This is an optimization exercise on Yosys and OpenROAD, whose aim is small area, a short achievable clock period and few clock cycles per item, not a production implementation. In this exercise RTL edits were held to simulation tests only and were not proved equivalent to the original. Power and IR drop assume default switching activity.

===== flow/design.v =====
package bos_pkg;
   localparam int CAPACITY = 8;
   localparam int CNT_W    = $clog2(CAPACITY + 1);
   localparam int LIM_W    = (CNT_W > 4) ? CNT_W : 4;
   localparam int VALUE_W  = 32;
   localparam logic [3:0] CAP_LIMIT_RESET = 4'd8;
   typedef logic [VALUE_W-1:0] value_type;
   typedef logic [CNT_W-1:0]   count_type;
   typedef enum logic [1:0] {
      OP_INSERT = 2'd0,
      OP_REMOVE = 2'd1,
      OP_QUERY  = 2'd2
   } op_type;
   typedef enum logic [1:0] {
      ST_DONE      = 2'd0,
      ST_DUPLICATE = 2'd1,
      ST_FULL      = 2'd2,
      ST_NOT_FOUND = 2'd3
   } status_type;
   typedef struct packed {
      logic live;     
      logic remove;   
      logic insert;   
   } cell_ctl_type;
endpackage
module bos_cell (
   input  logic                 clock,
   input  bos_pkg::cell_ctl_type ctl,
   input  bos_pkg::value_type   value,
   input  bos_pkg::value_type   next_entry,
   input  logic                 hit_in,
   output logic                 hit_out,
   output bos_pkg::value_type   entry
);
   bos_pkg::value_type entry_ff;
   bos_pkg::value_type entry_in;
   assign hit_out = hit_in | (ctl.live & (entry_ff == value));
   assign entry   = entry_ff;
   always_comb begin
      entry_in = entry_ff;
      if (ctl.remove && hit_out) begin
         entry_in = next_entry;
      end else if (ctl.insert) begin
         entry_in = value;
      end
   end
   always_ff @(posedge clock) begin
      entry_ff <= entry_in;
   end
endmodule
module bounded_ordered_set (
   input  logic        clock,
   input  logic        reset,
   input  logic        req_tvalid,
   output logic        req_tready,
   input  logic [31:0] req_tdata,   
   input  logic [1:0]  req_tuser,   
   output logic        rsp_tvalid,
   input  logic        rsp_tready,
   output logic [7:0]  rsp_tdata,   
   input  logic        csr_we,
   input  logic [3:0]  csr_wdata    
);
   logic [3:0]   cap_limit_ff;
   bos_pkg::count_type    count_ff;
   bos_pkg::count_type    count_in;
   logic         rsp_valid_ff;
   logic         rsp_valid_in;
   logic [7:0]   rsp_data_ff;
   logic [7:0]   rsp_data_in;
   logic [bos_pkg::LIM_W-1:0] eff_limit;
   logic             room;
   logic             req_fire;
   bos_pkg::op_type           op;
   bos_pkg::status_type       status;
   logic             hit_any;
   logic             is_insert;
   logic             is_remove;
   logic             do_insert;
   logic             do_remove;
   logic      hit_chain [bos_pkg::CAPACITY+1];
   bos_pkg::value_type cell_entry [bos_pkg::CAPACITY];
   assign req_tready = !rsp_valid_ff || rsp_tready;
   assign req_fire   = req_tvalid && req_tready;
   assign op         = bos_pkg::op_type'(req_tuser);
   assign eff_limit = (bos_pkg::LIM_W'(cap_limit_ff) > bos_pkg::LIM_W'(bos_pkg::CAPACITY)) ?
                      bos_pkg::LIM_W'(bos_pkg::CAPACITY) : bos_pkg::LIM_W'(cap_limit_ff);
   assign room      = bos_pkg::LIM_W'(count_ff) < eff_limit;
   assign is_insert = (op == bos_pkg::OP_INSERT);
   assign is_remove = (op == bos_pkg::OP_REMOVE);
   assign hit_chain[0] = 1'b0;
   assign hit_any      = hit_chain[bos_pkg::CAPACITY];
   assign do_insert    = req_fire && is_insert && !hit_any && room;
   assign do_remove    = req_fire && is_remove && hit_any;
   for (genvar i = 0; i < bos_pkg::CAPACITY; i++) begin : g_cell
      bos_pkg::cell_ctl_type ctl;
      bos_pkg::value_type    next_entry;
      assign ctl.live   = bos_pkg::count_type'(i) < count_ff;
      assign ctl.remove = req_fire && is_remove;
      assign ctl.insert = do_insert && (count_ff == bos_pkg::count_type'(i));
      if (i == bos_pkg::CAPACITY - 1) begin : g_tail
         assign next_entry = '0;
      end else begin : g_body
         assign next_entry = cell_entry[i+1];
      end
      bos_cell u_cell (
         .clock      (clock),
         .ctl        (ctl),
         .value      (req_tdata),
         .next_entry (next_entry),
         .hit_in     (hit_chain[i]),
         .hit_out    (hit_chain[i+1]),
         .entry      (cell_entry[i])
      );
   end
   always_comb begin
      case (op)
         bos_pkg::OP_INSERT: begin
            if (hit_any) begin
               status = bos_pkg::ST_DUPLICATE;
            end else if (!room) begin
               status = bos_pkg::ST_FULL;
            end else begin
               status = bos_pkg::ST_DONE;
            end
         end
         default: begin
            status = hit_any ? bos_pkg::ST_DONE : bos_pkg::ST_NOT_FOUND;
         end
      endcase
   end
   always_comb begin
      count_in = count_ff;
      if (do_insert) begin
         count_in = count_ff + bos_pkg::count_type'(1);
      end else if (do_remove) begin
         count_in = count_ff - bos_pkg::count_type'(1);
      end
   end
   always_comb begin
      rsp_valid_in = rsp_valid_ff;
      rsp_data_in  = rsp_data_ff;
      if (req_fire) begin
         rsp_valid_in = 1'b1;
         rsp_data_in  = {1'b0, 4'(count_in), hit_any, status};
      end else if (rsp_tready) begin
         rsp_valid_in = 1'b0;
      end
   end
   always_ff @(posedge clock) begin
      if (reset) begin
         cap_limit_ff <= bos_pkg::CAP_LIMIT_RESET;
         count_ff     <= '0;
         rsp_valid_ff <= 1'b0;
      end else begin
         if (csr_we) begin
            cap_limit_ff <= csr_wdata;
         end
         count_ff     <= count_in;
         rsp_valid_ff <= rsp_valid_in;
      end
   end
   always_ff @(posedge clock) begin
      rsp_data_ff <= rsp_data_in;
   end
   assign rsp_tvalid = rsp_valid_ff;
   assign rsp_tdata  = rsp_data_ff;
endmodule

===== flow/config.mk =====
export PLATFORM = sky130hd
export DESIGN_NAME = bounded_ordered_set
export DESIGN_NICKNAME = bounded_ordered_set
export VERILOG_FILES = /design/flow/design.v
export SDC_FILE = /design/flow/constraint.sdc
export NUM_CORES = 4
export LEC_CHECK = 0
export CAP_MARGIN = 20
export CORE_MARGIN = 2
export CORE_UTILIZATION = 40
export SLEW_MARGIN = 20

===== flow/run.sh =====
#!/bin/bash
# synth_recipe.tcl (not shown) runs the flow's synth.tcl, then flattens the netlist and writes it again
# the make line also repeats each setting of config.mk as NAME=value (left out here)
make -C /OpenROAD-flow-scripts/flow DESIGN_CONFIG=/design/flow/config.mk WORK_HOME=/design/flow/orfs CLKGATE_MAP_FILE= SYNTH_SCRIPT=/design/flow/synth_recipe.tcl finish

===== flow/constraint.sdc =====
create_clock -name core_clock -period 4.0 [get_ports {clock}]
set_input_delay 0.8000 -clock core_clock [delete_from_list [all_inputs] [get_ports {clock}]]
set_output_delay 0.8000 -clock core_clock [all_outputs]
set_load 0.01 [all_outputs]

==> results.toml <==
[cts]
clock_path_buffers = 3
clk_transition_reported_paths_ns = 0.06
cts_hold_buf = 0
cts_tree = "built"
clock-sinks = 272
post_cts.repair.setup_buffers = 0
cts_root_buffer = "clkbuf_16"
ctsHtreeMaxLevel = 1
cts-resized-gates = 0
clk_latency_ns = 0.58
cts_buffers = 30

[global_route]
antenna_found_initial = 0
overflow = 0
grt_pass1_wl_um = 61290
grt_pass1_vias = 9786
grt_usage_pct = 21.52
grt_max_degree = 33

[sta]
clock.fmax_mhz = 278.0
min_period_ns = 3.598
whs_ns = 0.5011
fin_crit_sh_pct = 89.94
slew_viol_final = 0
worst_pin_slew_ns = 0.6005
fin_skew_ns = 0.02087
finalSetupTns_ns = 0
max_slew_margin_pct = 59.84
hold_viol = 0
rsz0062_at_grt = "no"
setup_viol = 0

[yosys]
synth_area_leaders = "edfxtp_1 (47%), xor2_1 (13%), mux2_2 (7.3%)"
yosys.area.top_type_share_pct = 47.15
synth_top_flop_cell = "edfxtp_1"
syn_avg_cell_area_um2 = 12.15
synth-edff-count = 231
yosysUniqueCellTypes = 48
synthesis.nets = 1262
ys_ff_latch = 272
yosysSeqAreaShare_pct = 52.73
synth_cells = 1211
async_reset_ff_share_pct = 0
synth_top_area_cell = "edfxtp_1"
syn-cell-area_um2 = 14710
yosys_warnings = 5

[worst_setup_path]
cp_cell_sequence = "clkdlybuf4s50_1 > buf_12 > buf_4 > xor2_1 > nor4_1 > nand3_1 > nor3_1 > buf_4 > inv_1 > and3_1 > a21oi_4 > buf_12 > mux2_2"
slowest_stage = "clkdlybuf4s50_1"
required_ns = 4.32
cp-start-kind = "input port"
cpLargestDelayFamily = "buffers and inverters"
end_kind = "flop"
cp_max_fo = 30
r2r_slack_ns = 0.66
crit_arrival_ns = 3.92
cpPeakStageDelay_ns = 0.45
cp_num_buf_inv = 6
path_class = "input port to flop"

[power]
p_int_mw = 4.929
switching_power_mw = 1.455
ir_worst_vdd_uv = 416.9
powerDensity_nw_per_um2 = 356.1
switching_share_pct = 22.79
p_total_mw = 6.384
pwr-share-seq_pct = 48.6
power_frac_comb_pct = 9.1
pwr-share-clk_pct = 42.4
power.leakage_nw = 6.615

[placed_design]
gp_congestion = 0.9175
place_inst = 1795
port_buffers = 51
hpwl_um = 31660

[floorplanning]
rows = 70
initial_core_util_pct = 40.37
die_w_um = 195.8
die_y_um = 195.8
fp.dieArea_um2 = 38330
core_um2 = 36430
io_pins = 53

[cells_and_area]
nets = 1410
diodes = 0
n_fill_cell = 3198
layout-drive-gt1-share_pct = 22.43
fin_cells = 1850
area_delta_synth_final_pct = 21.87
utilization_pct = 49.20

[detailed_routing]
firstDrtPassIters = 5
viasPerCell = 5.248
num_vias = 9708
drtIter0Drc = 795
ant_nets = 0
routedWlPerCell_um = 22.21
drcViolationCount = 0
drt-total-wl_um = 41090

[run]
max-cap-violations = 0

[min_path]
hold_class = "flop to flop"

[outcome]
status = "finished clean"
## cells by family (layout without fill, tap and decap cells)
family	count (synthesis)	count (layout)	synth area share, %
AO/OA/AOI/OAI	139	139	5.393
XOR/XNOR	258	258	15.36
adder cells (fa/ha/maj)	8	8	0.6805
buffers and inverters	125	296	4.287
flip-flops	272	272	52.73
multiplexers	186	186	13.91
other	1	1	0.02549
AND/OR/NAND/NOR	222	222	7.612
## synth_stat cells, drive strengths merged, types with 2 or more instances
cell,number
a21oi,6
nand2b,2
nand3,10
or3,2
mux2i,39
mux2,147
and2,4
clkbuf,26
xor2,210
buf,63
nand4,21
dfxtp,41
a31o,5
nor2,17
a2111oi,3
and3,4
nor3,13
ha,8
inv,35
nor4,49
nand2,92
o21ai,119
nor2b,4
edfxtp,231
xnor2,48
a21o,2
## metrics by stage
| stage | instance area, um^2 | setup WS, ns |
|---|---|---|
| 2_1_floorplan | 14710 | 0.2861 |
| 3_3_place_gp | 16960 | -0.2632 |
| 3_5_place_dp | 16960 | -0.1704 |
| 4_1_cts | 17930 | 0.3968 |
| 5_1_grt | 17930 | 0.2082 |
| 6_report | 17930 | 0.4025 |
## layout by cell type, fill, tap and decap left out, types with 3 or more instances in the layout
| cell type | count |
|---|---|
| edfxtp_1 | 231 |
| xor2_1 | 210 |
| o21ai_0 | 118 |
| buf_4 | 117 |
| mux2_2 | 95 |
| nand2_1 | 90 |
| mux2_1 | 52 |
| clkdlybuf4s50_1 | 51 |
| xnor2_1 | 48 |
| nor4_1 | 47 |
| dfxtp_1 | 41 |
| mux2i_1 | 39 |
| buf_12 | 37 |
| inv_1 | 35 |
| clkbuf_16 | 30 |
| nand4_1 | 21 |
| nor2_1 | 14 |
| nor3_1 | 12 |
| clkbuf_1 | 12 |
| nand3_1 | 9 |
| ha_1 | 8 |
| clkbuf_8 | 6 |
| a31o_2 | 5 |
| and2_1 | 4 |
| nor2b_1 | 4 |
| and3_1 | 4 |
| a21oi_1 | 4 |
| nor2_4 | 3 |
## layer usage
layer	track usage (%)	share of wire [%]	vias up
met4	9.287	4.4	0
li1	-	-	4619
met2	34.22	45	279
met5	0	0	-
met1	29.63	45	4732
met3	2.905	5.7	78
## state kept, by name, indices dropped and copies added, names as in the netlist
register                flops
cap_limit_ff                4
count_ff                    4
g_cell.u_cell.entry_ff    256
rsp_data_ff                 7
rsp_valid_ff                1
## worst paths after layout
kind / start / cells after the start / end
max: req_tdata[2] / 13 / g_cell[6].u_cell.entry_ff[31]$_DFFE_PP_
min: cap_limit_ff[1]$_SDFFE_PP0P_ / 2 / cap_limit_ff[1]$_SDFFE_PP0P_
max reg2reg: count_ff[0]$_SDFF_PP0_ / 11 / g_cell[6].u_cell.entry_ff[31]$_DFFE_PP_
min reg2reg: cap_limit_ff[1]$_SDFFE_PP0P_ / 2 / cap_limit_ff[1]$_SDFFE_PP0P_
## layout make-up
cell class	count	area [um^2]	share of cell area, %
Sequential cell	272	7757	43.27
Inverter	36	140.1	0.7817
Timing Repair Buffer	205	2130	11.88
Clock inverter	7	86.33	0.4816
Multi-Input combinational cell	814	6350	35.42
Tap cell	468	585.6	3.266
Clock buffer	48	878.3	4.899
## power by group through the flow
stage	logic, mW	clock network, mW	registers [mW]
2_1_floorplan	0.281	0	3.16
3_3_place_gp	0.571	0	3.16
3_5_place_dp	0.575	0	3.16
4_1_cts	0.579	2.73	3.10
5_1_grt	0.619	2.86	3.10
6_report	0.580	2.70	3.10
## worst register-to-register path, stage by stage, from the launching register on
cell       delay (ns)
dfxtp_1          0.39
inv_1            0.12
ha_1             0.36
a2111oi_0        0.45
nand3_1          0.17
nor3_1           0.33
buf_4            0.17
inv_1            0.03
and3_1           0.26
a21oi_4          0.20
buf_12           0.24
mux2_2           0.37
Testbench counts, summed over its fixed seeds: cycles 16,008, items 16,000.

-- port drivers added, routing unchanged --
No port has a modelled driver above. Below, the same layout with a new extraction and two added sets of constraints.
Step 1, drivers: a clkbuf_16 drives clock and a buf_2 each remaining input, both assumed.
Step 2 also shifts input and output timing later by t, the mid clock arrival at the registers, as if the neighbouring blocks saw the same clock.
Slacks: ideal / step 1 / step 2; pairs: ideal / step 1.
t (ns): 0.623
setup WS [ns]: 0.402 / 0.433 / -0.190
worst slew at a driven data input, ns: 0.05
pins driven straight from the clock port: 1
Met with ideal ports but missed after step 2: setup timing in this run. For this run, drivers alone change the setup slack by +0.031 ns; drivers and shift together by -0.592 ns.
